Optimization exercise on an open flow, not production practice.
RTL: at most simulated, not proved equivalent.
Function not checked: runs 1 to 3.
Power: default activity.

**design.v**
```verilog
module fc_layer_mac #(
    parameter int IN_DIM      = 256,
    parameter int OUT_DIM     = 32,
    parameter int IN_W        = 8,
    parameter int W_W         = 8,
    parameter int ACC_W       = 32,
    parameter int OUT_SHIFT   = 7,
    parameter int BIAS_LSHIFT = 7,
    parameter int RELU        = 1,
    parameter int OUT_W       = 8,
    parameter int WA_W        = $clog2(IN_DIM * OUT_DIM),
    parameter int BA_W        = (OUT_DIM > 1) ? $clog2(OUT_DIM) : 1
) (
    input  logic                    clk,
    input  logic                    rst_n,
    input  logic                    in_valid,
    output logic                    in_ready,
    input  logic signed [IN_W-1:0]  in_data,
    output logic [WA_W-1:0]         w_addr,
    input  logic signed [W_W-1:0]   w_q,
    output logic [BA_W-1:0]         b_addr,
    input  logic signed [W_W-1:0]   b_q,
    output logic                    out_valid,
    input  logic                    out_ready,
    output logic signed [OUT_W-1:0] out_data,
    output logic [BA_W-1:0]         out_idx,
    output logic                    out_last,
    output logic                    busy
);
    localparam int CNT_W = $clog2(IN_DIM);
    localparam int SW    = 23;    
    localparam logic [CNT_W-1:0] LAST_I = CNT_W'(IN_DIM - 1);
    localparam logic [BA_W-1:0]  LAST_O = BA_W'(OUT_DIM - 1);
    logic [BA_W-1:0]  oa;         
    logic [BA_W-1:0]  q;          
    logic [CNT_W-1:0] ia;         
    logic [CNT_W-1:0] ia_o;       
    logic             in_rdy;
    logic             in_rdy_o;   
    logic             z;          
    logic [3:0]             bd_one;    
    logic [3:0]             bd_two;
    logic [3:0]             bd_neg;
    logic                   pact_m;    
    logic signed [W_W-1:0]  w_r;
    logic [17:0]            ps;        
    logic [17:0]            pc;        
    logic [SW-1:0]          ring [OUT_DIM];
    logic             vec_fin;    
    logic [BA_W-1:0]  ext_idx;    
    logic             tap_match;  
    logic [1:0]       owed;       
    logic             busy_q;
    logic             ov_q;
    logic             ov_o;       
    logic [OUT_W-1:0] od_q;       
    logic [OUT_W-1:0] od_o;       
    logic [BA_W-1:0]  oi_o;       
    logic             ol_o;
    logic             busy_o;     
    logic in_fire;
    logic out_fire;
    logic take;
    logic [BA_W-1:0]  tap_nxt;
    logic [OUT_W-1:0] res;
    assign in_fire  = in_valid & in_rdy;
    assign out_fire = out_ready & ov_q;
    logic [CNT_W-1:0] ia_nxt;
    logic             in_rdy_nxt;
    assign ia_nxt     = ia + CNT_W'(q == '0 && pact_m);
    assign in_rdy_nxt = (q == BA_W'(1)) & ~vec_fin;
    always_ff @(posedge clk) begin
        oa       <= q;
        ia_o     <= ia_nxt;
        in_rdy_o <= in_rdy_nxt;
    end
    always_ff @(posedge clk or negedge rst_n) begin
        if (!rst_n) begin
            q       <= '0;
            ia      <= '0;
            in_rdy  <= 1'b0;
            z       <= 1'b0;
            pact_m  <= 1'b0;
            vec_fin <= 1'b0;
        end else begin
            q      <= q + BA_W'(1);
            in_rdy <= in_rdy_nxt;
            z      <= (ia == '0) & ~vec_fin;
            ia     <= ia_nxt;
            if (q == BA_W'(2)) begin
                pact_m <= in_fire;
            end
            if (in_fire && ia == LAST_I) begin
                vec_fin <= 1'b1;
            end else if (take && ext_idx == LAST_O) begin
                vec_fin <= 1'b0;
            end
        end
    end
    always_ff @(posedge clk) begin
        if (q == BA_W'(2)) begin
            for (int k = 0; k < 4; k++) begin
                bd_one[k] <= in_fire & (in_data[2*k] ^ ((k == 0) ? 1'b0 : in_data[2*k-1]));
                bd_two[k] <= in_fire & ((in_data[2*k+1] & ~in_data[2*k] & ~((k == 0) ? 1'b0 : in_data[2*k-1]))
                           | (~in_data[2*k+1] & in_data[2*k] & ((k == 0) ? 1'b0 : in_data[2*k-1])));
                bd_neg[k] <= in_fire & in_data[2*k+1] & ~(in_data[2*k] & ((k == 0) ? 1'b0 : in_data[2*k-1]));
            end
        end
    end
    function automatic logic [9:0] brow(input logic one, input logic two,
                                        input logic neg, input logic act,
                                        input logic signed [7:0] w);
        logic [9:0] m;
        m = one ? {{2{w[7]}}, w} : two ? {w[7], w, 1'b0} : 10'd0;
        m = m ^ {10{neg}};
        brow = {~m[9] & act, m[8:0]};
    endfunction
    logic [9:0] r0, r1, r2, r3;
    assign r0 = brow(bd_one[0], bd_two[0], bd_neg[0], pact_m, w_r);
    assign r1 = brow(bd_one[1], bd_two[1], bd_neg[1], pact_m, w_r);
    assign r2 = brow(bd_one[2], bd_two[2], bd_neg[2], pact_m, w_r);
    assign r3 = brow(bd_one[3], bd_two[3], bd_neg[3], pact_m, w_r);
    logic [17:0] x0, x1, x2, x3, s1, c1, s2, c2, s3, c3;
    assign x0 = {8'd0, r0};
    assign x1 = {6'd0, r1, 1'b0, bd_neg[0]};
    assign x2 = {4'd0, r2, 1'b0, bd_neg[1], 2'd0};
    assign x3 = {2'd0, r3, 1'b0, bd_neg[2], 4'd0};
    assign s1 = x0 ^ x1 ^ x2;
    assign c1 = {(x0[16:0] & x1[16:0]) | (x0[16:0] & x2[16:0]) | (x1[16:0] & x2[16:0]), 1'b0};
    assign s2 = s1 ^ c1 ^ x3;
    assign c2 = {(s1[16:0] & c1[16:0]) | (s1[16:0] & x3[16:0]) | (c1[16:0] & x3[16:0]), 1'b0};
    assign s3 = {s2[17:7] ^ c2[17:7], s2[6] ^ c2[6] ^ bd_neg[3], s2[5:0]};
    assign c3 = {(s2[16:7] & c2[16:7]),
                 (s2[6] & c2[6]) | (s2[6] & bd_neg[3]) | (c2[6] & bd_neg[3]),
                 1'b0, c2[5:0]};
    always_ff @(posedge clk) begin
        w_r <= w_q;
        ps  <= s3;
        pc  <= c3;
    end
    always_ff @(posedge clk) begin
        ring[0] <= ring[OUT_DIM-1] + SW'(ps) + SW'(pc);
        for (int k = 1; k < OUT_DIM; k++) begin
            if (k != OUT_DIM - 2) begin
                ring[k] <= ring[k-1];
            end
        end
        if (z) begin
            ring[OUT_DIM-2] <= {8'd43, ~b_q[W_W-1], b_q[W_W-2:0], {BIAS_LSHIFT{1'b0}}};
        end else begin
            ring[OUT_DIM-2] <= ring[OUT_DIM-3];
        end
    end
    always_comb begin
        if (ring[0][SW-1]) begin
            res = {1'b0, {(OUT_W-1){1'b1}}};
        end else if (&ring[0][SW-2:OUT_SHIFT+OUT_W-1]) begin
            res = {1'b0, ring[0][OUT_SHIFT+OUT_W-2:OUT_SHIFT]};
        end else begin
            res = '0;
        end
    end
    assign take = vec_fin & tap_match & (~ov_q | out_ready);
    always_ff @(posedge clk) begin
        ov_o <= take | (ov_q & ~out_ready);
    end
    assign tap_nxt = q - 5'd4;
    always_ff @(posedge clk or negedge rst_n) begin
        if (!rst_n) begin
            ext_idx   <= '0;
            tap_match <= 1'b0;
            ov_q      <= 1'b0;
            owed      <= 2'd0;
            busy_q    <= 1'b0;
        end else begin
            if (take) begin
                ext_idx <= ext_idx + BA_W'(1);
            end
            tap_match <= take | (tap_nxt == ext_idx);
            if (take) begin
                ov_q <= 1'b1;
            end else if (out_ready) begin
                ov_q <= 1'b0;
            end
            owed   <= owed_nxt;
            busy_q <= busy_nxt;
        end
    end
    logic [1:0] owed_nxt;
    logic       busy_nxt;
    always_comb begin
        owed_nxt = owed;
        busy_nxt = busy_q;
        case ({in_fire & (ia == LAST_I), out_fire & (ext_idx == '0)})
            2'b10: begin owed_nxt = owed + 2'd1; busy_nxt = 1'b1; end
            2'b01: begin owed_nxt = owed - 2'd1; busy_nxt = (owed != 2'd1); end
            default: ;
        endcase
    end
    always_ff @(posedge clk) begin
        if (take) begin
            od_q <= ~res;
        end
    end
    always_ff @(posedge clk) begin
        od_o   <= take ? res : ~od_q;
        oi_o   <= take ? ext_idx : ext_idx - BA_W'(1);
        ol_o   <= take ? (ext_idx == LAST_O) : (ext_idx == '0);
        busy_o <= busy_nxt;
    end
    assign in_ready  = in_rdy_o;
    assign w_addr    = {oa, ia_o};
    assign b_addr    = oa;
    assign out_valid = ov_o;
    assign out_data  = od_o;
    assign out_idx   = oi_o;
    assign out_last  = ol_o;
    assign busy      = busy_o;
endmodule
```
**flow/run.sh**
```bash
#!/bin/bash
# Own layout flow: the standard ORFS flow (standard.sh), unchanged synthesis,
# with the extra ORFS make variables listed in flow/knobs.txt (timing-repair
# effort). Each tool's output stays in orfs/logs; make's own output goes to
# run_standard.log in this folder.
set -euo pipefail
KNOBS=$(grep -v '^#' flow/knobs.txt | tr '\n' ' ')
bash standard.sh $KNOBS finish > run_standard.log 2>&1
```
**flow/knobs.txt**
```
SETUP_SLACK_MARGIN=6.3
CTS_CLUSTER_SIZE=30
CTS_CLUSTER_DIAMETER=80
```
**standard.sh**
```bash
#!/bin/bash
# synth_recipe.tcl (not shown) runs the flow's synth.tcl, then flattens the netlist and writes it again
# the make line also repeats each setting of config.mk as NAME=value (left out here)
make -C /OpenROAD-flow-scripts/flow DESIGN_CONFIG=/design/flow/config.mk WORK_HOME=/design/flow/orfs CLKGATE_MAP_FILE= SYNTH_SCRIPT=/design/flow/synth_recipe.tcl "${@:-finish}"
```
**config.mk**
```make
export PLATFORM = sky130hd
export DESIGN_NAME = fc_layer_mac
export DESIGN_NICKNAME = fc_layer_mac
export VERILOG_FILES = /design/flow/design.v
export SDC_FILE = /design/flow/constraint.sdc
export NUM_CORES = 4
export LEC_CHECK = 0
export CAP_MARGIN = 20
export CORE_MARGIN = 2
export CORE_UTILIZATION = 40
export SLEW_MARGIN = 20
```
**constraint.sdc**
```tcl
create_clock -name core_clock -period 9.0 [get_ports {clk}]
set_input_delay 1.8000 -clock core_clock [delete_from_list [all_inputs] [get_ports {clk}]]
set_output_delay 1.8000 -clock core_clock [all_outputs]
set_load 0.01 [all_outputs]
```
==> impl_metrics.yaml, run 1 <==
synthesis:
  ys.flop_type: "dfxtp_1"
  yosysSeqAreaShare_pct: 81.9
  synthCells: 1363
  netlist_area_sq_mm: 0.0211
  synth_edf_count: 19
  async_reset_ff_share_pct: 3.19
  synth_nets: 1471
  ys.warnings.count: 2
  synth_cell_types: 56
  ys_ff_latch: 847
  avgSynthCellArea_sq_um: 15.5
floorplanning:
  dieHeight_um: 234
  die_area_sq_mm: 0.0546
  io_pins: 63
  die_w_um: 234
  core_sq_mm: 0.0523
  row_count: 84
  initial_core_util_pct: 40.3
critical_path:
  cp.buffers_inverters: 1
  arrival_ns: 1.07
  rr_worst_depth: 7
  cp-end-kind: "output port"
  r2r_slack_ns: 6.35
  cp_data_required_time_ns: 7.20
  slowest_stage: "dfxtp_2"
  start_kind: "flip-flop"
  crit_chain: "buf_6"
  path_class: "reg -> out"
  crit_fanout: 2
  cp_top_family: "flip-flops"
  slowest_delay_ns: 0.38
  regToRegStartpoint: "bd_one[2]"
  reg2reg_to: "ps[7]"
place:
  gp_congestion: 0.796
  portBuffers: 61
  dp_hpwl_um: 18000
  dp_slack_ns: 5.54
routing:
  wirelength_um: 28200
  drt-pass1-iter-count: 4
  drc_errors: 0
  routed_via_density: 4.13
  vias: 8912
  routedWlPerCell_um: 13.1
  drtAntennaViolNets: 0
  first_iter_violations: 479
cts:
  clk_pin_slew_worst_paths_ns: 0.10
  cts_tree: "done"
  cts-hold-fix-buffers: 0
  clockRootBuffer: "clkbuf_16"
  cts_made_buffers: 37
  cts_buffer_depth: 3
  htreeDepth: 2
  cts.sinks: 847
  insertion_delay_ns: 0.58
flow_run:
  cap_violations: 0
global_route:
  grt_pass1_vias: 8779
  grt_pass1_wl_um: 45800
  grt_max_degree: 32
  gr-usage-all-layers_pct: 10.7
  overflow: 0
  antenna_found_initial: 0
power_and_ir_drop:
  power_density_mw_per_mm2: 331
  p_leak_nw: 9.95
  vdd_ir_drop_max_mv: 0.190
timing:
  slew-limit-headroom_pct: 59.6
  fmax_mhz: 348
  fin_worst_skew_ns: 0.0246
  rsz0062_at_grt: "yes"
  fin_tns_setup_ns: 0
  worst_pin_slew_ns: 0.606
  fin_ws_ns: 6.13
  period_share_pct: 31.9
  finalSetupViolCount: 0
  finalHoldViolCount: 0
  report.final.slew_viol_count: 0
  min_period_ns: 2.87
final_layout:
  finalNetCount: 1559
  area_growth_pct: 13.6
  drive_gt1_share_pct: 11.7
  final_common_cell: "dfxtp_1"
  final_cell_mix: "775 x dfxtp_1, 72 x nand2_1, 50 x ha_1, 46 x xnor2_1, 39 x clkbuf_16"
status:
  status: "no timing/DRC/antenna violations"
hold_path:
  min_to: "ring[26][5]"
  hp-start: "ring[25][5]"
  hold_depth: 0
  hold_class: "reg -> reg"
## synth_stat cells (2+ instances only)
| master | number | share of area (%) |
|---|---|---|
| and2_1 | 5 | 0.15 |
| o22ai_1 | 2 | 0.059 |
| a22oi_1 | 9 | 0.32 |
| o211ai_2 | 2 | 0.12 |
| a31oi_1 | 2 | 0.059 |
| a211o_1 | 2 | 0.083 |
| or2_2 | 6 | 0.18 |
| or3_1 | 2 | 0.059 |
| xnor2_1 | 46 | 1.9 |
| and3_1 | 10 | 0.30 |
| mux2_2 | 8 | 0.43 |
| fa_1 | 28 | 2.7 |
| nor4_1 | 3 | 0.089 |
| nand2_1 | 74 | 1.3 |
| xor2_1 | 28 | 1.2 |
| edfxtp_1 | 19 | 2.7 |
| nor3b_1 | 3 | 0.11 |
| a21o_1 | 4 | 0.14 |
| dfrtp_1 | 27 | 3.2 |
| clkbuf_2 | 3 | 0.071 |
| nand4_1 | 8 | 0.24 |
| o21a_1 | 4 | 0.14 |
| nor2_1 | 19 | 0.34 |
| nor3_1 | 4 | 0.095 |
| ha_1 | 52 | 3.1 |
| mux2i_1 | 10 | 0.47 |
| buf_2 | 2 | 0.047 |
| nor2b_1 | 18 | 0.53 |
| o211ai_1 | 2 | 0.071 |
| dfxtp_1 | 801 | 76 |
| o21bai_1 | 2 | 0.071 |
| buf_4 | 6 | 0.21 |
| a21oi_1 | 30 | 0.71 |
| nand3_1 | 13 | 0.31 |
| clkbuf_1 | 19 | 0.34 |
| o21ai_0 | 37 | 0.88 |
| inv_1 | 33 | 0.59 |
| a211oi_1 | 2 | 0.071 |
## flip-flops by register name, summed over array words and instances, names as in the netlist, 2 cells and up
register  count
ring        736
bd_one        4
ia_o          8
od_q          7
bd_neg        4
ps           16
ext_idx       5
owed          2
od_o          7
oi_o          5
ia            8
pc           12
bd_two        4
w_r           8
q             5
oa            5
## stage by stage
step	power, mW	utilization [%]	instances	cell area (sq um)	hold slack [ns]
floorplan	5.65	-	1363	21200	0.310
global placement	5.96	43.0	2084	22500	0.310
detailed placement	5.98	43.0	2084	22500	0.312
CTS	8.04	45.4	2147	23800	0.323
global route	8.34	45.8	2155	24000	0.318
finish	7.92	45.8	2156	24000	0.321
## cell families (layout without fill, tap and decap cells)
| family | after synthesis | count (layout) | share of synthesized area (%) |
|---|---|---|---|
| DFF | 847 | 847 | 81.9 |
| and+or+nand+nor | 170 | 170 | 3.90 |
| AOI/OAI and AO/OA | 108 | 108 | 3.18 |
| adders and majority gates | 80 | 80 | 5.74 |
| xor gates and xnor gates | 74 | 74 | 3.07 |
| buffers and inverters | 65 | 169 | 1.29 |
| muxes | 18 | 18 | 0.901 |
| other | 1 | 2 | 0.0178 |
## repair_timing
action,in CTS,in global routing
gates resized for setup,186,30
hold endpoints to repair,0,0
pin swaps,1,9
endpoints found under the setup margin,53,44
gates cloned,0,0
setup buffers,8,8
## per-layer routing
metal | up-vias | wire [um] | global-route usage, %
li1 | 4528 | - | -
met1 | 4221 | 14700 | 15.6
met2 | 125 | 11700 | 15.7
met3 | 38 | 1230 | 2.21
met4 | 0 | 620 | 3.76
met5 | - | 0 | 0
## final cells by class
type,count,area (sq um)
Fill cell,4618,28400
Timing Repair Buffer,79,751
Clock inverter,12,226
Sequential cell,847,17300
Tap cell,688,861
Multi-Input combinational cell,451,3670
Antenna cell,1,2.50
Clock buffer,43,991
Inverter,35,136
## worst max-delay path by stage
stage	from	endpoint	slack, ns	depth (start not counted)
after floorplan	out_ready	oi_o[4]	6.30	5
after global placement	in_valid	busy_q	5.60	6
after detailed placement	in_valid	busy_q	5.54	6
after CTS	oa[0]	b_addr[0]	6.09	1
after global routing	oa[2]	w_addr[10]	6.09	1
final	oa[1]	b_addr[1]	6.13	1
## power by group
part | switching [mW] | leakage [nW] | internal [mW]
Clock | 1.11 | 0.588 | 0.909
Sequential | 0.285 | 7.18 | 4.87
Combinational | 0.428 | 2.18 | 0.320
Total | 1.82 | 9.95 | 6.10
==> inputs of run 2 (changes only) <==
==> flow/run.sh (replaced) <==
#!/bin/bash
# Own layout flow: the standard ORFS flow (standard.sh), unchanged
# synthesis, with extra ORFS make variables, one per line, from
# flow/knobs.txt (timing-repair target, clock-tree clustering, port buffer
# cell). ORFS keeps each tool's log under orfs/logs; make's own output goes
# to run_standard.log in this folder.
set -euo pipefail
mapfile -t KNOBS < <(grep -v '^#' flow/knobs.txt | grep -v '^[[:space:]]*$')
bash standard.sh "${KNOBS[@]}" finish > run_standard.log 2>&1
==> flow/knobs.txt (replaced) <==
SETUP_SLACK_MARGIN=6.3
CTS_CLUSTER_SIZE=30
CTS_CLUSTER_DIAMETER=80
BUFFER_PORTS_ARGS=-buffer_cell sky130_fd_sc_hd__buf_1
==> run 2 against run 1 <==
Against the previous run:
- design area decreased by 1.9%
- still clean
- routed wire length decreased by 1.0%
- critical endpoint is now w_addr[9]
- sequential cell count unchanged
- combinational power decreased by 3%
- synthesized cell count unchanged
- synthesized area unchanged
- hold slack got worse by 0.0015 ns
- sequential share of layout area increased by 1.3 points
==> impl_metrics.yaml, run 2 <==
status:
  status: "no timing/DRC/antenna violations"
synthesis:
  async_reset_ff_share_pct: 3.19
  avgSynthCellArea_sq_um: 15.5
  synth_xor_area_share_pct: 3.07
  synth_nets: 1471
  ys_ff_latch: 847
  yosysTopAreaCellShare_pct: 76.0
  synth_fa_ha_area_share_pct: 5.74
  synth-compound-area-share_pct: 3.18
  ys.warnings.count: 2
  yosysSeqAreaShare_pct: 81.9
  yosys-top-cells-area: "dfxtp_1 76%, dfrtp_1 3.2%, ha_1 3.1%"
  synth_common_cells: "801 x dfxtp_1, 74 x nand2_1, 52 x ha_1"
  synth_edf_count: 19
  yosys.area.top_type: "dfxtp_1"
  synthCells: 1363
  synthMuxAreaShare_pct: 0.901
  ys.flop_type: "dfxtp_1"
  synth-simple-area-share_pct: 3.90
  synth_cell_types: 56
  netlist_area_sq_mm: 0.0211
  synth.most_common_cell: "dfxtp_1"
  synth_top_family_by_area: "adder cells"
critical_path:
  start_kind: "flip-flop"
  cp_top_family: "flip-flops"
  cp-end-kind: "output port"
  cp.buffers_inverters: 1
  crit_fanout: 2
  slowest_delay_ns: 0.38
  slowest_stage: "dfxtp_2"
  rr_worst_depth: 7
  regToRegStartpoint: "bd_two[0]"
  crit_chain: "buf_6"
  cp.depth: 1
  path_class: "reg -> out"
  reg2reg_to: "ps[6]"
  cp_data_required_time_ns: 7.20
  arrival_ns: 1.07
  r2r_slack_ns: 6.40
floorplanning:
  io_pins: 63
  core_sq_mm: 0.0523
  initial_core_util_pct: 40.3
  die_area_sq_mm: 0.0546
  row_count: 84
  die_w_um: 234
  dieHeight_um: 234
routing:
  routed_via_density: 4.16
  vias: 8932
  drc_errors: 0
  wirelength_um: 27900
  drtAntennaViolNets: 0
  first_iter_violations: 473
  drt-pass1-iter-count: 5
  routedWlPerCell_um: 13.0
cts:
  htreeDepth: 2
  cts_made_buffers: 36
  cts_tree: "done"
  cts.sinks: 847
  clockRootBuffer: "clkbuf_16"
  clk_pin_slew_worst_paths_ns: 0.11
  cts_buffer_depth: 3
  insertion_delay_ns: 0.59
final_layout:
  drive_gt1_share_pct: 10.4
  area_growth_pct: 11.4
  top_regs: "ring (736), ps (16), pc (12)"
  regMostFlops: "ring"
  final_common_cell: "dfxtp_1"
  largest_reg_flops: 736
  final_cell_mix: "779 x dfxtp_1, 72 x nand2_1, 51 x ha_1, 46 x xnor2_1, 36 x clkbuf_16"
  fin_cells: 2146
  diodes: 0
  finalNetCount: 1552
place:
  portBuffers: 61
  gp_congestion: 0.800
  dp_hpwl_um: 17900
  placed_cells: 2084
power_and_ir_drop:
  switching_share_pct: 23.3
  clkPwrFrac_pct: 24.1
  power_density_mw_per_mm2: 330
  vdd_ir_drop_max_mv: 0.153
  combPwrFrac_pct: 9.4
  switching_power_mw: 1.81
  p_leak_nw: 9.75
  p_seq_share_pct: 66.5
  power.internal_mw: 5.95
timing:
  fin_worst_skew_ns: 0.0306
  finalSetupViolCount: 0
  worst_pin_slew_ns: 0.577
  rsz0062_at_grt: "yes"
  fin_tns_setup_ns: 0
  fmax_mhz: 349
  period_share_pct: 31.8
  report.final.slew_viol_count: 0
  finalHoldViolCount: 0
  slew-limit-headroom_pct: 61.5
  min_period_ns: 2.87
global_route:
  grt_max_degree: 32
  overflow: 0
  gr-usage-all-layers_pct: 10.6
  grt_pass1_wl_um: 45700
  antenna_found_initial: 1
  grt_pass1_vias: 8789
hold_path:
  hold_class: "reg -> reg"
  hold_depth: 0
  hp-start: "ring[26][10]"
  min_to: "ring[27][10]"
flow_run:
  cap_violations: 0
-- run 2: changes by cell type in the layout (fill, tap and decap cells not counted), moves of 3 or more --
cell	change
clkdlybuf4s50_1	-26
dfxtp_4	-3
dfxtp_1	+4
clkinv_8	-3
clkbuf_16	-3
buf_2	+5
buf_6	-6
buf_4	-4
buf_1	+27
bufinv_16	-3
-- run 2: cells by family after synthesis --
kind of cell	after synthesis
other	1
DFF	847
muxes	18
and+or+nand+nor	170
adders and majority gates	80
xor gates and xnor gates	74
buffers and inverters	65
AOI/OAI and AO/OA	108
-- run 2: power by group through the flow --
stage                     clock network (mW)  registers [mW]  logic (mW)
final                                   1.87            5.16       0.729
after global routing                    2.08            5.28       0.822
after CTS                               1.94            5.19       0.728
after detailed placement                   0            5.26       0.711
after global placement                     0            5.24       0.711
after floorplan                            0            5.11       0.544
-- run 2: repair_timing --
item / 4_1_cts / 5_1_grt
setup buffers: 2 / 8
setup endpoints to repair: 42 / 45
resized for setup: 73 / 20
pin swaps: 0 / 1
hold buffers: 0 / 0
-- run 2: worst register-to-register path, cell delays in order (launching register included) --
cell	delay, ns
edfxtp_1	0.44
nor2b_4	0.23
a22oi_2	0.07
xor2_1	0.19
fa_1	0.53
inv_1	0.06
fa_1	0.56
fa_1	0.41
-- run 2: layout make-up --
class	count	area [sq um]
inverter	35	133
fill	4645	28800
clock buffer	42	923
multi-input combinational	451	3640
tap	688	861
sequential	847	17300
clock inverter	10	144
timing repair buffer	73	505
-- run 2: per-stage QoR --
step	utilization (%)	cell area [sq um]	setup WS, ns	hold WS, ns	power (mW)
global placement	42.3	22100	5.99	0.310	5.95
detailed placement	42.3	22100	5.89	0.312	5.97
global route	44.9	23500	6.08	0.327	8.18
floorplan	-	21200	6.30	0.310	5.65
CTS	44.7	23400	6.10	0.318	7.86
finish	44.9	23500	6.13	0.319	7.75
-- run 2: worst max path at each step --
stage | slack [ns] | from | endpoint
3_3_place_gp | 5.99 | in_valid | busy_q
2_1_floorplan | 6.30 | out_ready | oi_o[4]
5_1_grt | 6.08 | oa[1] | w_addr[9]
6_report | 6.13 | oa[1] | w_addr[9]
3_5_place_dp | 5.89 | out_ready | oi_o[3]
4_1_cts | 6.10 | oa[4] | b_addr[4]
-- run 2: per-layer routing --
metal	GRT usage [%]	vias up	part of all wire (%)
met5	0	-	0
met4	3.18	0	2.1
met3	2.53	40	4.4
met2	15.8	138	42
met1	15.2	4248	51
li1	-	4506	-
==> inputs of run 3 (changes only) <==
==> flow/knobs.txt (replaced) <==
SETUP_SLACK_MARGIN=6.3
CTS_CLUSTER_SIZE=30
CTS_CLUSTER_DIAMETER=80
BUFFER_PORTS_ARGS=-buffer_cell sky130_fd_sc_hd__buf_2
==> run 3 against run 2 <==
Against the previous run:
- still clean
- routed wire length grew 0.78%
- critical path depth is the same
- global-route usage up 0.060 points
- design area up 0.27%
- synthesized area unchanged
- clock power barely moved
- fmax up 0.72%
- critical endpoint unchanged
- largest cell class unchanged
- largest power group unchanged
==> impl_metrics.yaml, run 3 <==
synthesis:
  yosysSeqAreaShare_pct: 81.9
  netlist_area_sq_mm: 0.0211
  synth_edf_count: 19
  ys.flop_type: "dfxtp_1"
  ys_ff_latch: 847
  synth_common_cells: "801 x dfxtp_1, 74 x nand2_1, 52 x ha_1"
  ys.warnings.count: 2
  avgSynthCellArea_sq_um: 15.5
  yosysTopAreaCellShare_pct: 76.0
  synthCells: 1363
  yosys.area.top_type: "dfxtp_1"
  synth_cell_types: 56
  synth.most_common_cell: "dfxtp_1"
  async_reset_ff_share_pct: 3.19
  yosys-top-cells-area: "dfxtp_1 76%, dfrtp_1 3.2%, ha_1 3.1%"
  synth_nets: 1471
final_layout:
  largest_reg_flops: 736
  area_growth_pct: 11.7
  regMostFlops: "ring"
  design_area_sq_mm: 0.0236
  drive_gt1_share_pct: 12.6
  diodes: 0
  final_common_cell: "dfxtp_1"
  final_cell_mix: "777 x dfxtp_1, 72 x nand2_1, 51 x ha_1, 46 x xnor2_1"
  finalNetCount: 1553
  top_regs: "ring (736), ps (16), pc (12)"
place:
  gp_congestion: 0.791
  dp_hpwl_um: 17900
  dpl-instance-area_sq_mm: 0.0222
  dp_slack_ns: 5.92
  portBuffers: 61
routing:
  drc_errors: 0
  routed_via_density: 4.13
  drtAntennaViolNets: 0
  wirelength_um: 28200
  vias: 8863
  drt-pass1-iter-count: 4
  first_iter_violations: 405
  routedWlPerCell_um: 13.1
global_route:
  grt_pass1_vias: 8710
  antenna_found_initial: 0
  use_met1_pct: 15.7
  grt_max_degree: 32
  gr-usage-all-layers_pct: 10.6
  overflow: 0
  gr-usage-met3_pct: 1.97
  grt.busiest_layer: "met1"
  grt_pass1_wl_um: 45900
  use_met2_pct: 15.6
power_and_ir_drop:
  power_density_mw_per_mm2: 330
  vdd_ir_drop_max_mv: 0.144
  combPwrFrac_pct: 9.6
  p_leak_nw: 9.84
  switching_share_pct: 23.3
  switching_power_mw: 1.81
  power.internal_mw: 5.97
  clkPwrFrac_pct: 24.1
  p_seq_share_pct: 66.3
floorplanning:
  core_sq_mm: 0.0523
  die_w_um: 234
  row_count: 84
  die_area_sq_mm: 0.0546
  dieHeight_um: 234
  io_pins: 63
  initial_core_util_pct: 40.3
timing:
  timing.hold.ws_ns: 0.319
  report.final.slew_viol_count: 0
  min_period_ns: 2.85
  finalHoldViolCount: 0
  slew-limit-headroom_pct: 55.9
  rsz0062_at_grt: "yes"
  fin_ws_ns: 6.15
  fmax_mhz: 351
  finalSetupViolCount: 0
  worst_pin_slew_ns: 0.662
  fin_tns_setup_ns: 0
  period_share_pct: 31.6
  fin_worst_skew_ns: 0.0261
critical_path:
  cp_top_family: "flip-flops"
  cp-end-kind: "output port"
  arrival_ns: 1.05
  cp.buffers_inverters: 1
  slowest_delay_ns: 0.37
  crit_chain: "buf_6"
  path_class: "reg -> out"
  start_kind: "flip-flop"
  cp_data_required_time_ns: 7.20
  slowest_stage: "dfxtp_2"
  crit_fanout: 2
cts:
  cts_made_buffers: 36
  htreeDepth: 2
  cts-hold-fix-buffers: 0
  clk_pin_slew_worst_paths_ns: 0.10
  cts_tree: "done"
  insertion_delay_ns: 0.57
  cts.sinks: 847
  cts_buffer_depth: 3
  clockRootBuffer: "clkbuf_16"
hold_path:
  hold_class: "reg -> reg"
status:
  status: "no timing/DRC/antenna violations"
flow_run:
  cap_violations: 0
==> run 3: cell counts after synthesis <==
Identical to the previous run, type by type.
==> run 3: logic make-up after synthesis <==
logic type,Yosys count,synth area share [%]
AO/OA/AOI/OAI,108,3.18
other,1,0.0178
XOR/XNOR,74,3.07
adder cells (fa/ha/maj),80,5.74
flip-flops,847,81.9
AND/OR/NAND/NOR,170,3.90
buffers and inverters,65,1.29
multiplexers,18,0.901
==> run 3: power groups by stage <==
stage | Clock [mW] | Combinational [mW] | Sequential, mW
final | 1.88 | 0.748 | 5.16
after detailed placement | 0 | 0.716 | 5.26
after CTS | 1.96 | 0.732 | 5.19
after global placement | 0 | 0.710 | 5.24
after global routing | 2.09 | 0.830 | 5.28
after floorplan | 0 | 0.544 | 5.11
==> run 3: worst paths after layout <==
path | start | to | slack [ns] | cells after the start
worst max register to register | bd_one[0] | ps[9] | 6.40 | 7
worst min register to register | ring[5][12] | ring[6][12] | 0.32 | 0
min in group asynchronous | rst_n | in_rdy | 1.24 | 1
max in group asynchronous | rst_n | q[3] | 7.33 | 1
worst min-delay path | ring[5][12] | ring[6][12] | 0.32 | 0
worst max-delay path | oa[1] | w_addr[9] | 6.15 | 1
==> run 3: routing by layer <==
layer,part of all wire [%],wire (um),vias up
li1,-,-,4505
met1,53,14800,4194
met2,42,11700,121
met3,3.5,981,43
met4,2.3,649,0
met5,0,0,-
==> run 3: through the flow <==
stage	utilization (%)	power [mW]	std cells
4_1_cts	44.7	7.87	2136
6_report	45.0	7.78	2146
3_3_place_gp	42.4	5.95	2083
5_1_grt	45.0	8.19	2146
2_1_floorplan	-	5.65	1363
3_5_place_dp	42.4	5.97	2083
==> run 3: worst register-to-register path, stage by stage (launching register included) <==
cell and delay, ns:
edfxtp_1 0.50, o21ai_2 0.18, xnor2_1 0.12, or2_2 0.31
fa_1 0.54, inv_1 0.06, fa_1 0.47, ha_1 0.30
==> run 3: cell type report <==
class                   instances  area [sq um]
repair buffers                 74           557
flip-flops and latches        847         17300
fillers                      4656         28800
multi-input cells             451          3650
inverters                      35           133
clock inverters                 9           113
clock buffers                  42           955
well taps                     688           861
==> run 3: timing repair <==
item                                    in CTS  in global routing
endpoints found under the setup margin      43                 44
pin swaps                                    0                  7
setup buffers                                2                 10
resized for setup                           38                 25
==> inputs of run 4 (changes only) <==
--- a/design.v
+++ b/design.v
@@ -33,4 +33,5 @@
     localparam logic [BA_W-1:0]  LAST_O = BA_W'(OUT_DIM - 1);
     logic [BA_W-1:0]  oa;         
+    logic [BA_W-1:0]  ob;         
     logic [BA_W-1:0]  q;          
     logic [CNT_W-1:0] ia;         
@@ -70,6 +71,16 @@
     assign ia_nxt     = ia + CNT_W'(q == '0 && pact_m);
     assign in_rdy_nxt = (q == BA_W'(1)) & ~vec_fin;
+    logic vec_fin_nxt;
+    always_comb begin
+        vec_fin_nxt = vec_fin;
+        if (in_fire && ia == LAST_I) begin
+            vec_fin_nxt = 1'b1;
+        end else if (take && ext_idx == LAST_O) begin
+            vec_fin_nxt = 1'b0;
+        end
+    end
     always_ff @(posedge clk) begin
         oa       <= q;
+        ob       <= q + BA_W'(1);
         ia_o     <= ia_nxt;
         in_rdy_o <= in_rdy_nxt;
@@ -77,5 +88,5 @@
     always_ff @(posedge clk or negedge rst_n) begin
         if (!rst_n) begin
-            q       <= '0;
+            q       <= LAST_O;
             ia      <= '0;
             in_rdy  <= 1'b0;
@@ -86,14 +97,10 @@
             q      <= q + BA_W'(1);
             in_rdy <= in_rdy_nxt;
-            z      <= (ia == '0) & ~vec_fin;
+            z      <= (ia_nxt == '0) & ~vec_fin_nxt;
             ia     <= ia_nxt;
             if (q == BA_W'(2)) begin
                 pact_m <= in_fire;
             end
-            if (in_fire && ia == LAST_I) begin
-                vec_fin <= 1'b1;
-            end else if (take && ext_idx == LAST_O) begin
-                vec_fin <= 1'b0;
-            end
+            vec_fin <= vec_fin_nxt;
         end
     end
@@ -142,12 +149,12 @@
         ring[0] <= ring[OUT_DIM-1] + SW'(ps) + SW'(pc);
         for (int k = 1; k < OUT_DIM; k++) begin
-            if (k != OUT_DIM - 2) begin
+            if (k != OUT_DIM - 3) begin
                 ring[k] <= ring[k-1];
             end
         end
         if (z) begin
-            ring[OUT_DIM-2] <= {8'd43, ~b_q[W_W-1], b_q[W_W-2:0], {BIAS_LSHIFT{1'b0}}};
-        end else begin
-            ring[OUT_DIM-2] <= ring[OUT_DIM-3];
+            ring[OUT_DIM-3] <= {8'd43, ~b_q[W_W-1], b_q[W_W-2:0], {BIAS_LSHIFT{1'b0}}};
+        end else begin
+            ring[OUT_DIM-3] <= ring[OUT_DIM-4];
         end
     end
@@ -211,5 +218,5 @@
     assign in_ready  = in_rdy_o;
     assign w_addr    = {oa, ia_o};
-    assign b_addr    = oa;
+    assign b_addr    = ob;
     assign out_valid = ov_o;
     assign out_data  = od_o;
==> flow/knobs.txt (replaced) <==
SETUP_SLACK_MARGIN=6.3
CTS_CLUSTER_SIZE=30
CTS_CLUSTER_DIAMETER=80
BUFFER_PORTS_ARGS=-buffer_cell sky130_fd_sc_hd__buf_1
==> run 4 against run 3 <==
Against the previous run:
- design area is 0.16% higher
- sequential power hardly changed
- synthesized cell count is 0.88% lower
- clock skew is 0.015 ns higher
- first-iteration DRC count is 14% lower
- largest power group unchanged
==> impl_metrics.yaml, run 4 <==
floorplanning:
  die_area_sq_mm: 0.0546
  core_sq_mm: 0.0523
  row_count: 84
  dieHeight_um: 234
  initial_core_util_pct: 40.3
  die_w_um: 234
  io_pins: 63
timing:
  worst_pin_slew_ns: 0.600
  fin_ws_ns: 6.14
  fmax_mhz: 349
  rsz0062_at_grt: "yes"
  slew-limit-headroom_pct: 60.0
  fin_worst_skew_ns: 0.0416
  report.final.slew_viol_count: 0
  finalHoldViolCount: 0
  finalSetupViolCount: 0
  fin_tns_setup_ns: 0
  period_share_pct: 31.8
  min_period_ns: 2.86
place:
  portBuffers: 61
  dp_hpwl_um: 17500
  dp_slack_ns: 5.80
  gp_congestion: 0.809
synthesis:
  ys.warnings.count: 2
  synth_edf_count: 19
  synth_nets: 1460
  avgSynthCellArea_sq_um: 15.6
  yosys.area.top_type: "dfxtp_1"
  yosysTopAreaCellShare_pct: 76.4
  ys.flop_type: "dfxtp_1"
  synth_cell_types: 59
  yosysSeqAreaShare_pct: 82.4
  ys_ff_latch: 852
  synthCells: 1351
  synth.most_common_cell: "dfxtp_1"
  yosys-top-cells-area: "dfxtp_1 76%, ha_1 3.1%, edfxtp_1 2.7%"
  synth_common_cells: "806 x dfxtp_1, 72 x nand2_1, 53 x ha_1"
  netlist_area_sq_mm: 0.0211
  async_reset_ff_share_pct: 3.17
cts:
  cts_buffer_depth: 3
  insertion_delay_ns: 0.59
  cts-hold-fix-buffers: 0
  clk_pin_slew_worst_paths_ns: 0.11
  htreeDepth: 2
  cts.sinks: 852
  cts_made_buffers: 36
  clockRootBuffer: "clkbuf_16"
  cts_tree: "done"
flow_run:
  cap_violations: 0
final_layout:
  area_growth_pct: 11.9
  n_fill_cell: 4653
  top_regs: "ring (736), ps (16), pc (12)"
  finish.utilization_pct: 45.1
  largest_reg_flops: 736
  regMostFlops: "ring"
  final_cell_mix: "779 x dfxtp_1, 70 x nand2_1, 51 x ha_1, 46 x xnor2_1, 37 x clkbuf_16"
  final_common_cell: "dfxtp_1"
  diodes: 0
  finalNetCount: 1552
  drive_gt1_share_pct: 11.8
power_and_ir_drop:
  p_leak_nw: 9.80
  power_density_mw_per_mm2: 326
  vdd_ir_drop_max_mv: 0.163
critical_path:
  arrival_ns: 1.06
  rr_worst_depth: 10
  start_kind: "flip-flop"
  reg2reg_to: "ring[0][22]"
  cp_top_family: "flip-flops"
  slowest_delay_ns: 0.37
  slowest_stage: "dfxtp_2"
  crit_chain: "buf_6"
  regToRegStartpoint: "ps[2]"
  crit_fanout: 1
  cp-end-kind: "output port"
  cp_data_required_time_ns: 7.20
  cp.buffers_inverters: 1
  r2r_slack_ns: 6.41
  path_class: "reg -> out"
status:
  status: "no timing/DRC/antenna violations"
hold_path:
  hold_depth: 0
  min_to: "ring[6][12]"
  hp-start: "ring[5][12]"
  hold_class: "reg -> reg"
global_route:
  antenna_found_initial: 0
  grt_pass1_vias: 8811
  overflow: 0
  gr-usage-all-layers_pct: 10.6
  grt_pass1_wl_um: 45600
  grt_max_degree: 32
routing:
  drt-pass1-iter-count: 4
  wirelength_um: 27800
  routedWlPerCell_um: 13.0
  vias: 8840
  first_iter_violations: 348
  drtAntennaViolNets: 0
  drc_errors: 0
  routed_via_density: 4.13
[run 4: cell count changes after synthesis, sizes merged, moves of 3 or more]
cell / delta
and2: -3
a21o: +3
dfstp: +5
dfxtp: +5
nand3: -5
buf: -4
dfrtp: -5
inv: +3
nor2: +6
o21a: -3
[run 4: logic make-up after synthesis]
family / share of synthesized area [%]
AND/OR/NAND/NOR: 3.80
buffers and inverters: 1.18
adder cells (fa/ha/maj): 5.80
other: 0.0178
flip-flops: 82.4
AO/OA/AOI/OAI: 2.83
multiplexers: 0.853
XOR/XNOR: 3.15
[run 4: layer usage]
layer | wire length, um | GRT usage, %
met5 | 0 | 0
met4 | 880 | 4.11
met3 | 1330 | 2.72
met2 | 11600 | 15.6
met1 | 14000 | 14.8
[run 4: worst max-delay path by stage]
stage | start | endpoint | slack [ns] | depth (start not counted)
final | od_o[0] | out_data[0] | 6.14 | 1
after global routing | od_o[6] | out_data[6] | 6.07 | 1
after CTS | od_o[6] | out_data[6] | 6.09 | 1
after detailed placement | out_ready | z | 5.80 | 8
after global placement | out_ready | z | 5.81 | 8
after floorplan | out_ready | z | 6.17 | 7
[run 4: cell type report]
cell class	instances	area, sq um	area share [%]
Sequential cell	852	17400	73.8
Multi-Input combinational cell	436	3580	15.2
Clock buffer	42	945	4.00
Tap cell	688	861	3.65
Timing Repair Buffer	79	557	2.36
Inverter	38	148	0.625
Clock inverter	8	104	0.440
[run 4: per-stage QoR]
| stage | instance area (sq um) | cells | hold WS (ns) | power [mW] |
|---|---|---|---|---|
| floorplan | 21100 | 1351 | 0.310 | 5.60 |
| global placement | 22100 | 2077 | 0.310 | 5.87 |
| detailed placement | 22100 | 2077 | 0.312 | 5.89 |
| CTS | 23400 | 2131 | 0.326 | 7.79 |
| global route | 23600 | 2143 | 0.327 | 8.13 |
| finish | 23600 | 2143 | 0.323 | 7.71 |
[run 4: timing repair]
action | 4_1_cts | 5_1_grt
endpoints found under the setup margin | 38 | 49
setup buffers | 4 | 12
gates resized for setup | 69 | 35
pin swaps | 1 | 9
[run 4: where the power goes]
part,leakage (nW),switching (mW),internal [mW]
registers,7.21,0.278,4.87
logic,2.08,0.405,0.288
clock network,0.511,1.09,0.779
Testbench counts of run 4, summed over its fixed seeds: cycles 262,968, vectors 32.
==> inputs of run 5 (changes only) <==
==> flow/knobs.txt (replaced) <==
SETUP_SLACK_MARGIN=6.3
CTS_CLUSTER_SIZE=30
CTS_CLUSTER_DIAMETER=80
BUFFER_PORTS_ARGS=-buffer_cell sky130_fd_sc_hd__buf_2
==> run 5 against run 4 <==
Against the previous run:
- register-to-register slack lost 0.06 ns
- highest routed layer unchanged
- largest power group unchanged
- synthesized cell count is the same
- design area grew 0.38%
- first-iteration DRC count shrank 13%
- critical path type unchanged
- largest cell class unchanged
- global-route usage shrank 0.23 points
- via count grew 0.95%
- clock power shrank 2%
==> impl_metrics.yaml, run 5 <==
floorplanning:
  die_w_um: 234
  die_area_sq_mm: 0.0546
  core_sq_mm: 0.0523
  row_count: 84
  dieHeight_um: 234
  io_pins: 63
  initial_core_util_pct: 40.3
timing:
  rsz0062_at_grt: "yes"
  fin_tns_setup_ns: 0
  worst_pin_slew_ns: 0.680
  fmax_mhz: 353
  report.final.slew_viol_count: 0
  period_share_pct: 31.5
  fin_worst_skew_ns: 0.0224
  finalSetupViolCount: 0
  slew-limit-headroom_pct: 54.7
  timing.hold.ws_ns: 0.326
  min_period_ns: 2.84
  finalHoldViolCount: 0
critical_path:
  slowest_stage: "dfxtp_2"
  slowest_delay_ns: 0.37
  cp_data_required_time_ns: 7.20
  cp-end-kind: "output port"
  start_kind: "flip-flop"
  r2r_slack_ns: 6.35
  cp_top_family: "flip-flops"
  crit_chain: "buf_6"
  cp.buffers_inverters: 1
  path_class: "reg -> out"
  crit_fanout: 1
  arrival_ns: 1.04
global_route:
  grt_pass1_vias: 8847
  antenna_found_initial: 0
  gr-usage-all-layers_pct: 10.3
  grt_max_degree: 32
  overflow: 0
  grt_pass1_wl_um: 45100
synthesis:
  synthMuxAreaShare_pct: 0.853
  synth_common_cells: "806 x dfxtp_1, 72 x nand2_1, 53 x ha_1"
  synthCells: 1351
  synth_top_family_by_area: "adder cells"
  netlist_area_sq_mm: 0.0211
  yosysSeqAreaShare_pct: 82.4
  synth_cell_types: 59
  synth-compound-area-share_pct: 2.83
  yosys.area.top_type: "dfxtp_1"
  synth_edf_count: 19
  ys.warnings.count: 2
  yosys-top-cells-area: "dfxtp_1 76%, ha_1 3.1%, edfxtp_1 2.7%"
  ys_ff_latch: 852
  ys.flop_type: "dfxtp_1"
  synth_fa_ha_area_share_pct: 5.80
  synth.most_common_cell: "dfxtp_1"
  synth_nets: 1460
  async_reset_ff_share_pct: 3.17
  synth-simple-area-share_pct: 3.80
  avgSynthCellArea_sq_um: 15.6
  yosysTopAreaCellShare_pct: 76.4
  synth_xor_area_share_pct: 3.15
place:
  portBuffers: 61
  dp_hpwl_um: 17600
  dpl-instance-area_sq_mm: 0.0222
  gp_congestion: 0.791
final_layout:
  largest_reg_flops: 736
  design_area_sq_mm: 0.0237
  finalNetCount: 1558
  regMostFlops: "ring"
  area_growth_pct: 12.3
  final_common_cell: "dfxtp_1"
  drive_gt1_share_pct: 14.0
  diodes: 0
  top_regs: "ring (736), ps (16), pc (12)"
  final_cell_mix: "777 x dfxtp_1, 70 x nand2_1, 51 x ha_1, 46 x xnor2_1, 37 x clkbuf_16"
  finish.utilization_pct: 45.3
cts:
  htreeDepth: 2
  clk_pin_slew_worst_paths_ns: 0.11
  cts_tree: "done"
  cts_buffer_depth: 3
  clockRootBuffer: "clkbuf_16"
  insertion_delay_ns: 0.56
  cts_made_buffers: 35
  cts.sinks: 852
routing:
  vias: 8924
  routed_via_density: 4.16
  wirelength_um: 27900
  first_iter_violations: 303
  drt-pass1-iter-count: 4
  routedWlPerCell_um: 13.0
  drc_errors: 0
  drtAntennaViolNets: 0
power_and_ir_drop:
  power_mw: 7.66
  p_leak_nw: 9.91
  vdd_ir_drop_max_mv: 0.133
  power_density_mw_per_mm2: 323
status:
  status: "no timing/DRC/antenna violations"
flow_run:
  cap_violations: 0
hold_path:
  hold_class: "reg -> reg"
-- run 5: area by class of cell --
cell class	count	area (sq um)
Timing Repair inverter	1	8.76
Clock inverter	4	58.8
Sequential cell	852	17400
Inverter	38	155
Timing Repair Buffer	85	656
Fill cell	4613	28600
Tap cell	688	861
Multi-Input combinational cell	436	3590
Clock buffer	42	955
-- run 5: path summary, 6_finish.rpt --
path,from,end,cells past startpoint
worst max-delay path,od_o[3],out_data[3],1
worst min-delay path,ring[19][13],ring[20][13],0
worst max register to register,ring[31][2],ring[0][20],10
worst min register to register,ring[19][13],ring[20][13],0
max in group asynchronous,rst_n,z,1
min in group asynchronous,rst_n,vec_fin,1
-- run 5: layer usage --
metal	vias up	global-route usage, %	wire (um)
met4	0	3.11	521
met5	-	0	0
met1	4304	14.7	14100
met2	118	15.7	12100
li1	4466	-	-
met3	36	2.42	1180
-- run 5: report_power, final --
group	leakage [nW]	switching, mW	internal [mW]
clock network	0.494	1.06	0.772
logic	2.21	0.390	0.285
registers	7.21	0.279	4.87
total	9.91	1.73	5.93
-- run 5: logic make-up (layout without fill, tap and decap cells) --
family | count (synthesis) | count (layout)
muxes | 17 | 17
DFF | 852 | 852
xor gates and xnor gates | 76 | 76
AOI/OAI and AO/OA | 98 | 98
and+or+nand+nor | 163 | 163
other | 1 | 1
buffers and inverters | 63 | 170
adders and majority gates | 81 | 81
-- run 5: through the flow --
stage / setup slack [ns] / cells
after global routing: 6.12 / 2146
after CTS: 6.14 / 2127
after floorplan: 6.17 / 1351
after global placement: 5.84 / 2076
after detailed placement: 5.78 / 2076
final: 6.16 / 2146
-- run 5: timing repair --
| action | 4_1_cts | 5_1_grt |
|---|---|---|
| hold endpoints to repair | 0 | 0 |
| pin swaps | 1 | 16 |
| setup buffers | 5 | 18 |
| gates resized for setup | 34 | 47 |
| hold buffers | 0 | 0 |
| cloned | 0 | 1 |
| setup endpoints to repair | 39 | 50 |
==> inputs of run 6 (changes only) <==
--- a/config.mk
+++ b/config.mk
@@ -6,4 +6,5 @@
 export NUM_CORES = 4
 export LEC_CHECK = 0
+export ABC_AREA = 1
 export CAP_MARGIN = 20
 export CORE_MARGIN = 2
==> run 6 against run 5 <==
Against the previous run:
- sequential power is 1% higher
- global-route usage up 1.0 points
- routed wire length is 12% higher
- critical path depth is the same
- hold slack got worse by 0.0051 ns
- sequential cell count is the same
- critical path type unchanged
- critical endpoint is now busy
==> impl_metrics.yaml, run 6 <==
status:
  status: "no timing/DRC/antenna violations"
synthesis:
  synth.most_common_cell: "dfxtp_1"
  async_reset_ff_share_pct: 3.17
  ys.flop_type: "dfxtp_1"
  yosysSeqAreaShare_pct: 79.8
  yosys.area.top_type: "dfxtp_1"
  synth_common_cells: "806 x dfxtp_1, 174 x nand2_1, 163 x inv_1"
  netlist_area_sq_mm: 0.0218
  synthCells: 1594
  avgSynthCellArea_sq_um: 13.7
  yosys-top-cells-area: "dfxtp_1 74%, ha_1 3.0%, nand2_1 3.0%"
  synth_nets: 1703
  ys.warnings.count: 2
  synth_cell_types: 40
  synth_edf_count: 19
  ys_ff_latch: 852
  yosysTopAreaCellShare_pct: 74.1
timing:
  rsz0062_at_grt: "yes"
  worst_pin_slew_ns: 0.666
  period_share_pct: 31.6
  fin_worst_skew_ns: 0.0236
  finalSetupViolCount: 0
  report.final.slew_viol_count: 0
  fin_tns_setup_ns: 0
  timing.hold.ws_ns: 0.321
  min_period_ns: 2.85
  slew-limit-headroom_pct: 55.5
  fmax_mhz: 351
  finalHoldViolCount: 0
floorplanning:
  core_sq_mm: 0.0538
  row_count: 85
  initial_core_util_pct: 40.5
  dieHeight_um: 237
  die_w_um: 237
  die_area_sq_mm: 0.0563
  io_pins: 63
hold_path:
  hold_class: "reg -> reg"
final_layout:
  regMostFlops: "ring"
  final_cell_mix: "779 x dfxtp_1, 173 x nand2_1, 157 x inv_1, 76 x o21ai_0, 55 x nor2_1"
  seq_area_sq_mm: 0.0174
  drive_gt1_share_pct: 11.9
  largest_reg_flops: 736
  area_growth_pct: 11.3
  multi_input_area_sq_mm: 0.00372
  finalNetCount: 1798
  diodes: 0
  n_fill_cell: 4849
  final_common_cell: "dfxtp_1"
  top_regs: "ring (736), ps (16), pc (12)"
  fin_cells: 2394
  finish.utilization_pct: 45.0
global_route:
  grt_max_degree: 32
  gr-usage-all-layers_pct: 11.3
  overflow: 0
  grt_pass1_vias: 9743
  antenna_found_initial: 1
  grt_pass1_wl_um: 50600
cts:
  cts_tree: "done"
  cts_buffer_depth: 3
  cts.sinks: 852
  htreeDepth: 2
  clk_pin_slew_worst_paths_ns: 0.10
  insertion_delay_ns: 0.58
  cts-hold-fix-buffers: 0
  clockRootBuffer: "clkbuf_16"
  cts_made_buffers: 36
critical_path:
  crit_fanout: 1
  slowest_stage: "dfxtp_4"
  cp_top_family: "flip-flops"
  start_kind: "flip-flop"
  path_class: "reg -> out"
  cp.buffers_inverters: 1
  arrival_ns: 1.05
  slowest_delay_ns: 0.36
  cp_data_required_time_ns: 7.20
  cp-end-kind: "output port"
  crit_chain: "buf_6"
flow_run:
  cap_violations: 0
power_and_ir_drop:
  switching_power_mw: 1.88
  p_leak_nw: 10.7
  switching_share_pct: 23.8
  vdd_ir_drop_max_mv: 0.148
  p_seq_share_pct: 66.2
  combPwrFrac_pct: 10.2
  power_density_mw_per_mm2: 325
  power.internal_mw: 6.01
  clkPwrFrac_pct: 23.5
routing:
  first_iter_violations: 458
  drt-pass1-iter-count: 5
  wirelength_um: 31100
  drtAntennaViolNets: 0
  routedWlPerCell_um: 13.0
  routed_via_density: 4.12
  drc_errors: 0
  vias: 9862
place:
  placed_cells: 2338
  portBuffers: 61
  gp_congestion: 0.841
  dp_hpwl_um: 20700
[run 6: changes by cell type after synthesis, moves of 12 or more]
cell / change
a21oi_1: -14
clkbuf_1: -14
inv_1: +127
nand2_1: +102
nand2_2: +12
nand3_1: +18
nor2_1: +31
nor2b_1: -17
o21ai_0: +55
xnor2_1: -39
xor2_1: +23
[run 6: metal layers]
metal	track usage (%)	share of wire (%)
met5	0	0
met4	3.68	2.4
met3	2.73	4.5
met2	16.8	41
met1	16.3	52
[run 6: timing repair]
| action | in CTS | in global routing |
|---|---|---|
| cloned | 0 | 2 |
| endpoints found under the setup margin | 37 | 43 |
| setup buffers | 1 | 6 |
| pin swaps | 0 | 3 |
| gates resized for setup | 36 | 38 |
[run 6: metrics by stage]
step / power [mW] / cell area [sq um] / setup WS (ns)
finish: 7.89 / 24200 / 6.15
CTS: 8.01 / 24100 / 6.11
global route: 8.34 / 24200 / 6.11
global placement: 6.13 / 22900 / 5.73
floorplan: 5.78 / 21800 / 6.31
detailed placement: 6.14 / 22900 / 5.64
[run 6: cell families (layout without fill, tap and decap cells)]
family	count (synthesis)	in the layout	synth area share [%]
buffers and inverters	180	284	3.19
DFF	852	852	79.8
and+or+nand+nor	316	316	6.41
adders and majority gates	81	81	5.62
xor gates and xnor gates	61	61	2.49
other	1	1	0.0172
AOI/OAI and AO/OA	103	103	2.42
[run 6: power by group through the flow]
stage	Combinational (mW)	Sequential [mW]	Clock [mW]
3_3_place_gp	0.825	5.30	0
4_1_cts	0.823	5.25	1.93
2_1_floorplan	0.598	5.18	0
5_1_grt	0.927	5.34	2.07
3_5_place_dp	0.813	5.33	0
6_report	0.808	5.22	1.86
[run 6: path summary, 6_finish.rpt]
kind,end,startpoint,cells past startpoint,slack [ns]
worst max register to register,ps[6],bd_one[2],9,6.31
worst min register to register,ring[1][1],ring[0][1],0,0.32
worst min-delay path,ring[1][1],ring[0][1],0,0.32
min in group asynchronous,ov_q,rst_n,1,1.22
worst max-delay path,busy,busy_o,1,6.15
max in group asynchronous,busy_q,rst_n,1,7.36
[run 6: final cells by class]
cell class | instances | area share, %
Sequential cell | 852 | 71.9
Multi-Input combinational cell | 562 | 15.4
Clock buffer | 41 | 4.01
Tap cell | 696 | 3.59
Inverter | 166 | 2.61
Timing Repair Buffer | 69 | 2.20
Clock inverter | 6 | 0.279
Timing Repair inverter | 2 | 0.0516
==> inputs of run 7 (changes only) <==
--- a/config.mk
+++ b/config.mk
@@ -6,7 +6,6 @@
 export NUM_CORES = 4
 export LEC_CHECK = 0
-export ABC_AREA = 1
 export CAP_MARGIN = 20
 export CORE_MARGIN = 2
-export CORE_UTILIZATION = 40
+export CORE_UTILIZATION = 60
 export SLEW_MARGIN = 20
==> run 7 against run 6 <==
Against the previous run:
- hold slack better by 0.0043 ns
- critical path depth unchanged
- die area down 35%
- utilization up 22 points
- non-clock buffer count up 15
- clock power down 6%
- power down 4.0%
- largest power group unchanged
- register-to-register slack better by 0.10 ns
- still clean on timing, DRC and antenna
- routed wire length down 14%
- via count down 12%
==> impl_metrics.yaml, run 7 <==
hold_path:
  hp-start: "ring[9][3]"
  hold_class: "reg -> reg"
  min_to: "ring[10][3]"
  hold_depth: 0
timing:
  report.final.slew_viol_count: 0
  slew-limit-headroom_pct: 50.5
  min_period_ns: 2.82
  finalSetupViolCount: 0
  worst_pin_slew_ns: 0.740
  fin_worst_skew_ns: 0.0211
  finalHoldViolCount: 0
  rsz0062_at_grt: "yes"
  period_share_pct: 31.3
  fmax_mhz: 355
  fin_ws_ns: 6.18
  fin_tns_setup_ns: 0
final_layout:
  top_regs: "ring (736), ps (16), pc (12)"
  regMostFlops: "ring"
  final_common_cell: "dfxtp_1"
  final_cell_mix: "777 x dfxtp_1, 70 x nand2_1, 50 x ha_1, 46 x xnor2_1, 37 x buf_2"
  area_growth_pct: 10.4
  drive_gt1_share_pct: 13.7
  finalNetCount: 1556
  largest_reg_flops: 736
  diodes: 0
power_and_ir_drop:
  clkPwrFrac_pct: 23.2
  p_seq_share_pct: 68.1
  power.internal_mw: 5.88
  vdd_ir_drop_max_mv: 0.230
  switching_power_mw: 1.69
  power_density_mw_per_mm2: 325
  combPwrFrac_pct: 8.8
  switching_share_pct: 22.3
  p_leak_nw: 9.87
floorplanning:
  core_sq_mm: 0.0346
  die_w_um: 192
  row_count: 68
  initial_core_util_pct: 61.0
  dieHeight_um: 192
  io_pins: 63
  die_area_sq_mm: 0.0367
critical_path:
  cp_data_required_time_ns: 7.20
  regToRegStartpoint: "ps[2]"
  r2r_slack_ns: 6.41
  cp-end-kind: "output port"
  cp.buffers_inverters: 1
  path_class: "reg -> out"
  crit_fanout: 1
  crit_chain: "buf_6"
  slowest_stage: "dfxtp_2"
  arrival_ns: 1.02
  start_kind: "flip-flop"
  rr_worst_depth: 11
  reg2reg_to: "ring[0][13]"
  cp_top_family: "flip-flops"
  slowest_delay_ns: 0.36
place:
  dp_slack_ns: 5.75
  portBuffers: 61
  dp_hpwl_um: 16700
  gp_congestion: 0.796
cts:
  insertion_delay_ns: 0.55
  clk_pin_slew_worst_paths_ns: 0.11
  htreeDepth: 2
  cts_buffer_depth: 3
  cts.sinks: 852
  clockRootBuffer: "clkbuf_16"
  cts_tree: "done"
  cts_made_buffers: 34
synthesis:
  yosysTopAreaCellShare_pct: 76.4
  avgSynthCellArea_sq_um: 15.6
  synth_nets: 1460
  yosys-top-cells-area: "dfxtp_1 76%, ha_1 3.1%, edfxtp_1 2.7%"
  synthCells: 1351
  synth.most_common_cell: "dfxtp_1"
  yosysSeqAreaShare_pct: 82.4
  ys.warnings.count: 2
  synth_common_cells: "806 x dfxtp_1, 72 x nand2_1, 53 x ha_1"
  synth_cell_types: 59
  ys.flop_type: "dfxtp_1"
  ys_ff_latch: 852
  synth_edf_count: 19
  netlist_area_sq_mm: 0.0211
  async_reset_ff_share_pct: 3.17
  yosys.area.top_type: "dfxtp_1"
routing:
  drtAntennaViolNets: 0
  routedWlPerCell_um: 14.0
  vias: 8721
  drt-pass1-iter-count: 7
  routed_via_density: 4.57
  first_iter_violations: 308
  wirelength_um: 26800
  drc_errors: 0
global_route:
  grt_pass1_vias: 8578
  overflow: 0
  gr-usage-all-layers_pct: 14.8
  grt_max_degree: 32
  grt_pass1_wl_um: 42900
  antenna_found_initial: 1
status:
  status: "no timing/DRC/antenna violations"
flow_run:
  cap_violations: 0
run 7: cell types whose count changed in the layout (fill, tap and decap cells not counted), sizes merged, moves of 9 or more:
| cell | before | now |
|---|---|---|
| inv | 165 | 41 |
| nand2 | 187 | 72 |
| buf | 69 | 84 |
| nor2 | 65 | 25 |
| nand3 | 29 | 8 |
| xor2 | 54 | 30 |
| and3 | 1 | 10 |
| xnor2 | 7 | 46 |
| o21ai | 83 | 36 |
| nor2b | 0 | 17 |
| a21oi | 18 | 32 |
| mux2i | 0 | 9 |
run 7: how the worst max path moves through the flow:
stage	from	to	slack, ns	cells past startpoint
final	od_o[4]	out_data[4]	6.18	1
after global routing	od_o[4]	out_data[4]	6.14	1
after CTS	ov_o	out_valid	6.16	1
after detailed placement	out_ready	z	5.75	8
after global placement	out_ready	z	5.86	8
after floorplan	out_ready	z	6.17	7
run 7: kinds of logic (layout without fill, tap and decap cells):
| kind of cell | Yosys count | in the layout | synth area share [%] |
|---|---|---|---|
| buf+inv | 63 | 167 | 1.18 |
| flops | 852 | 852 | 82.4 |
| fa+ha+maj | 81 | 81 | 5.80 |
| simple gates | 163 | 163 | 3.80 |
| other cells | 1 | 1 | 0.0178 |
| xor+xnor | 76 | 76 | 3.15 |
| compound gates | 98 | 98 | 2.83 |
| mux | 17 | 17 | 0.853 |
run 7: what timing repair did:
item	4_1_cts	5_1_grt
gates resized for setup	24	46
cloned	0	1
endpoints found under the setup margin	39	46
hold buffers	0	0
setup buffers	2	20
pin swaps	0	12
run 7: layout make-up:
class	count	area [sq um]
sequential	852	17400
fill	2465	11300
multi-input combinational	436	3580
clock buffer	40	895
timing repair buffer	84	632
tap	455	569
inverter	38	155
clock inverter	4	50.0
timing repair inverter	1	8.76
run 7: metrics by stage:
| step | total power, mW | area [sq um] | cells | utilization, % | hold WS, ns |
|---|---|---|---|---|---|
| 3_5_place_dp | 5.88 | 21900 | 1843 | 63.3 | 0.312 |
| 3_3_place_gp | 5.85 | 21900 | 1843 | 63.3 | 0.309 |
| 4_1_cts | 7.65 | 23000 | 1889 | 66.3 | 0.328 |
| 2_1_floorplan | 5.60 | 21100 | 1351 | - | 0.310 |
| 5_1_grt | 7.97 | 23300 | 1910 | 67.3 | 0.322 |
| 6_report | 7.57 | 23300 | 1910 | 67.3 | 0.325 |
run 7: power groups by stage:
stage	Sequential, mW	Clock, mW	Combinational (mW)
after floorplan	5.11	0	0.497
after global placement	5.22	0	0.633
after detailed placement	5.25	0	0.635
after CTS	5.18	1.82	0.646
after global routing	5.26	1.96	0.744
final	5.15	1.75	0.663
run 7: per-layer routing:
metal	track usage (%)	vias to the layer above	wire [um]
met4	4.02	2	507
li1	-	4465	-
met3	3.58	40	1280
met1	21.5	4095	13700
met5	0	-	12
met2	22.3	119	11300
==> inputs of run 8 (changes only) <==
==> flow/knobs.txt (replaced) <==
SETUP_SLACK_MARGIN=6.15
CTS_CLUSTER_SIZE=30
CTS_CLUSTER_DIAMETER=80
BUFFER_PORTS_ARGS=-buffer_cell sky130_fd_sc_hd__buf_2
==> run 8 against run 7 <==
Against the previous run:
- routed wire length shrank 0.10%
- sequential power barely moved
- clock power rose by 4%
- hold slack worse by 0.013 ns
- design area down 0.87%
- die area unchanged
- largest power group unchanged
- still clean on timing, DRC and antenna
==> impl_metrics.yaml, run 8 <==
critical_path:
  cp_data_required_time_ns: 7.20
  start_kind: "flip-flop"
  slowest_stage: "dfxtp_4"
  cp_top_family: "flip-flops"
  path_class: "reg -> out"
  cp-end-kind: "output port"
  crit_chain: "buf_6"
  arrival_ns: 1.05
  slowest_delay_ns: 0.38
  crit_fanout: 1
  cp.buffers_inverters: 1
power_and_ir_drop:
  p_leak_nw: 9.77
  vdd_ir_drop_max_mv: 0.270
  switching_share_pct: 22.3
  power.internal_mw: 5.92
  power_mw: 7.62
  p_seq_share_pct: 67.7
  switching_power_mw: 1.70
  clkPwrFrac_pct: 23.9
  power_density_mw_per_mm2: 330
  combPwrFrac_pct: 8.4
synthesis:
  ys.warnings.count: 2
  synth_nets: 1460
  ys_ff_latch: 852
  synth.most_common_cell: "dfxtp_1"
  avgSynthCellArea_sq_um: 15.6
  async_reset_ff_share_pct: 3.17
  yosysTopAreaCellShare_pct: 76.4
  synthCells: 1351
  yosys-top-cells-area: "dfxtp_1 76%, ha_1 3.1%, edfxtp_1 2.7%"
  synth_cell_types: 59
  yosys.area.top_type: "dfxtp_1"
  ys.flop_type: "dfxtp_1"
  yosysSeqAreaShare_pct: 82.4
  netlist_area_sq_mm: 0.0211
  synth_edf_count: 19
  synth_common_cells: "806 x dfxtp_1, 72 x nand2_1, 53 x ha_1"
timing:
  rsz0062_at_grt: "yes"
  worst_pin_slew_ns: 0.663
  min_period_ns: 2.85
  report.final.slew_viol_count: 0
  finalSetupViolCount: 0
  slew-limit-headroom_pct: 55.7
  finalHoldViolCount: 0
  period_share_pct: 31.7
  fmax_mhz: 350
  fin_tns_setup_ns: 0
  fin_worst_skew_ns: 0.0229
  fin_ws_ns: 6.15
floorplanning:
  die_w_um: 192
  initial_core_util_pct: 61.0
  dieHeight_um: 192
  core_sq_mm: 0.0346
  io_pins: 63
  row_count: 68
  die_area_sq_mm: 0.0367
routing:
  vias: 8680
  drc_errors: 0
  routed_via_density: 4.59
  wirelength_um: 26800
  wl_met1_um: 13700
  routedWlPerCell_um: 14.1
  top_layer: "met4"
  drtAntennaViolNets: 0
  first_iter_violations: 315
  wl_met3_um: 1090
  route.met2.wl_um: 11300
  drt-pass1-iter-count: 4
global_route:
  grt_max_degree: 32
  grt_pass1_vias: 8632
  grt_pass1_wl_um: 43600
  antenna_found_initial: 0
  overflow: 0
  gr-usage-all-layers_pct: 15.1
cts:
  cts_tree: "done"
  htreeDepth: 2
  cts.sinks: 852
  clockRootBuffer: "clkbuf_16"
  clk_pin_slew_worst_paths_ns: 0.11
  cts_made_buffers: 35
  cts_buffer_depth: 3
  insertion_delay_ns: 0.56
flow_run:
  cap_violations: 0
final_layout:
  regMostFlops: "ring"
  seq_area_sq_mm: 0.0174
  top_regs: "ring (736), ps (16), pc (12)"
  diodes: 0
  drive_gt1_share_pct: 11.2
  final_cell_mix: "786 x dfxtp_1, 72 x nand2_1, 53 x ha_1, 46 x xnor2_1, 41 x buf_2"
  multi_input_area_sq_mm: 0.00349
  area_growth_pct: 9.46
  largest_reg_flops: 736
  final_common_cell: "dfxtp_1"
  n_fill_cell: 2428
  finalNetCount: 1536
place:
  dp_slack_ns: 5.78
  dp_hpwl_um: 17100
  portBuffers: 61
  gp_congestion: 0.783
hold_path:
  hold_class: "reg -> reg"
status:
  status: "no timing/DRC/antenna violations"
==> run 8: cell counts after synthesis <==
No cell type changed its count.
==> run 8: what timing repair did <==
action / CTS / global route
resized for setup: 23 / 22
hold buffers: 0 / 0
endpoints found under the setup margin: 13 / 30
setup buffers: 0 / 2
pin swaps: 0 / 1
==> run 8: power by group through the flow <==
| stage | combinational (mW) | sequential, mW | clock [mW] |
|---|---|---|---|
| floorplan | 0.497 | 5.11 | 0 |
| global placement | 0.639 | 5.22 | 0 |
| detailed placement | 0.633 | 5.25 | 0 |
| CTS | 0.646 | 5.19 | 1.90 |
| global route | 0.731 | 5.27 | 2.03 |
| finish | 0.638 | 5.16 | 1.82 |
==> run 8: kinds of logic (layout without fill, tap and decap cells) <==
logic type,count (synthesis),count (layout),share of synthesized area (%)
multiplexers,17,17,0.853
buffers and inverters,63,150,1.18
flip-flops,852,852,82.4
AND/OR/NAND/NOR,163,163,3.80
adder cells (fa/ha/maj),81,81,5.80
XOR/XNOR,76,76,3.15
AO/OA/AOI/OAI,98,98,2.83
other,1,1,0.0178
==> run 8: final cells by class <==
| type | count | share of cell area, % |
|---|---|---|
| clock inverters | 6 | 0.341 |
| well taps | 455 | 2.46 |
| multi-input cells | 436 | 15.1 |
| repair buffers | 64 | 1.96 |
| inverters | 38 | 0.639 |
| clock buffers | 42 | 4.13 |
| flip-flops and latches | 852 | 75.4 |
==> run 8: stage by stage <==
step / hold WS (ns) / util [%] / instance area [sq um] / std cells
after floorplan: 0.310 / - / 21100 / 1351
after global placement: 0.310 / 63.2 / 21900 / 1843
after detailed placement: 0.312 / 63.2 / 21900 / 1843
after CTS: 0.320 / 66.5 / 23000 / 1891
after global routing: 0.316 / 66.7 / 23100 / 1893
final: 0.312 / 66.7 / 23100 / 1893
==> run 8: worst paths after layout <==
| path | start | to | slack [ns] | cells after the start |
|---|---|---|---|---|
| max | busy_o | busy | 6.15 | 1 |
| min | ring[11][9] | ring[12][9] | 0.31 | 0 |
| max reg2reg | bd_one[0] | ps[6] | 6.26 | 7 |
| min reg2reg | ring[11][9] | ring[12][9] | 0.31 | 0 |
| max in group asynchronous | rst_n | ext_idx[2] | 7.33 | 1 |
| min in group asynchronous | rst_n | in_rdy | 1.25 | 1 |
==> run 8: worst reg2reg max path, cell delays in order (launching register included) <==
cell and delay (ns):
edfxtp_1 0.50, nor2b_2 0.24, a22oi_1 0.11, xor2_1 0.18
fa_1 0.55, inv_1 0.06, fa_1 0.56, fa_1 0.41
==> run 8: metal layers <==
| layer | vias to the layer above | track usage, % |
|---|---|---|
| met5 | - | 0 |
| met4 | 0 | 4.94 |
| met3 | 40 | 3.18 |
| met2 | 123 | 22.7 |
| met1 | 4073 | 22.0 |
| li1 | 4444 | - |
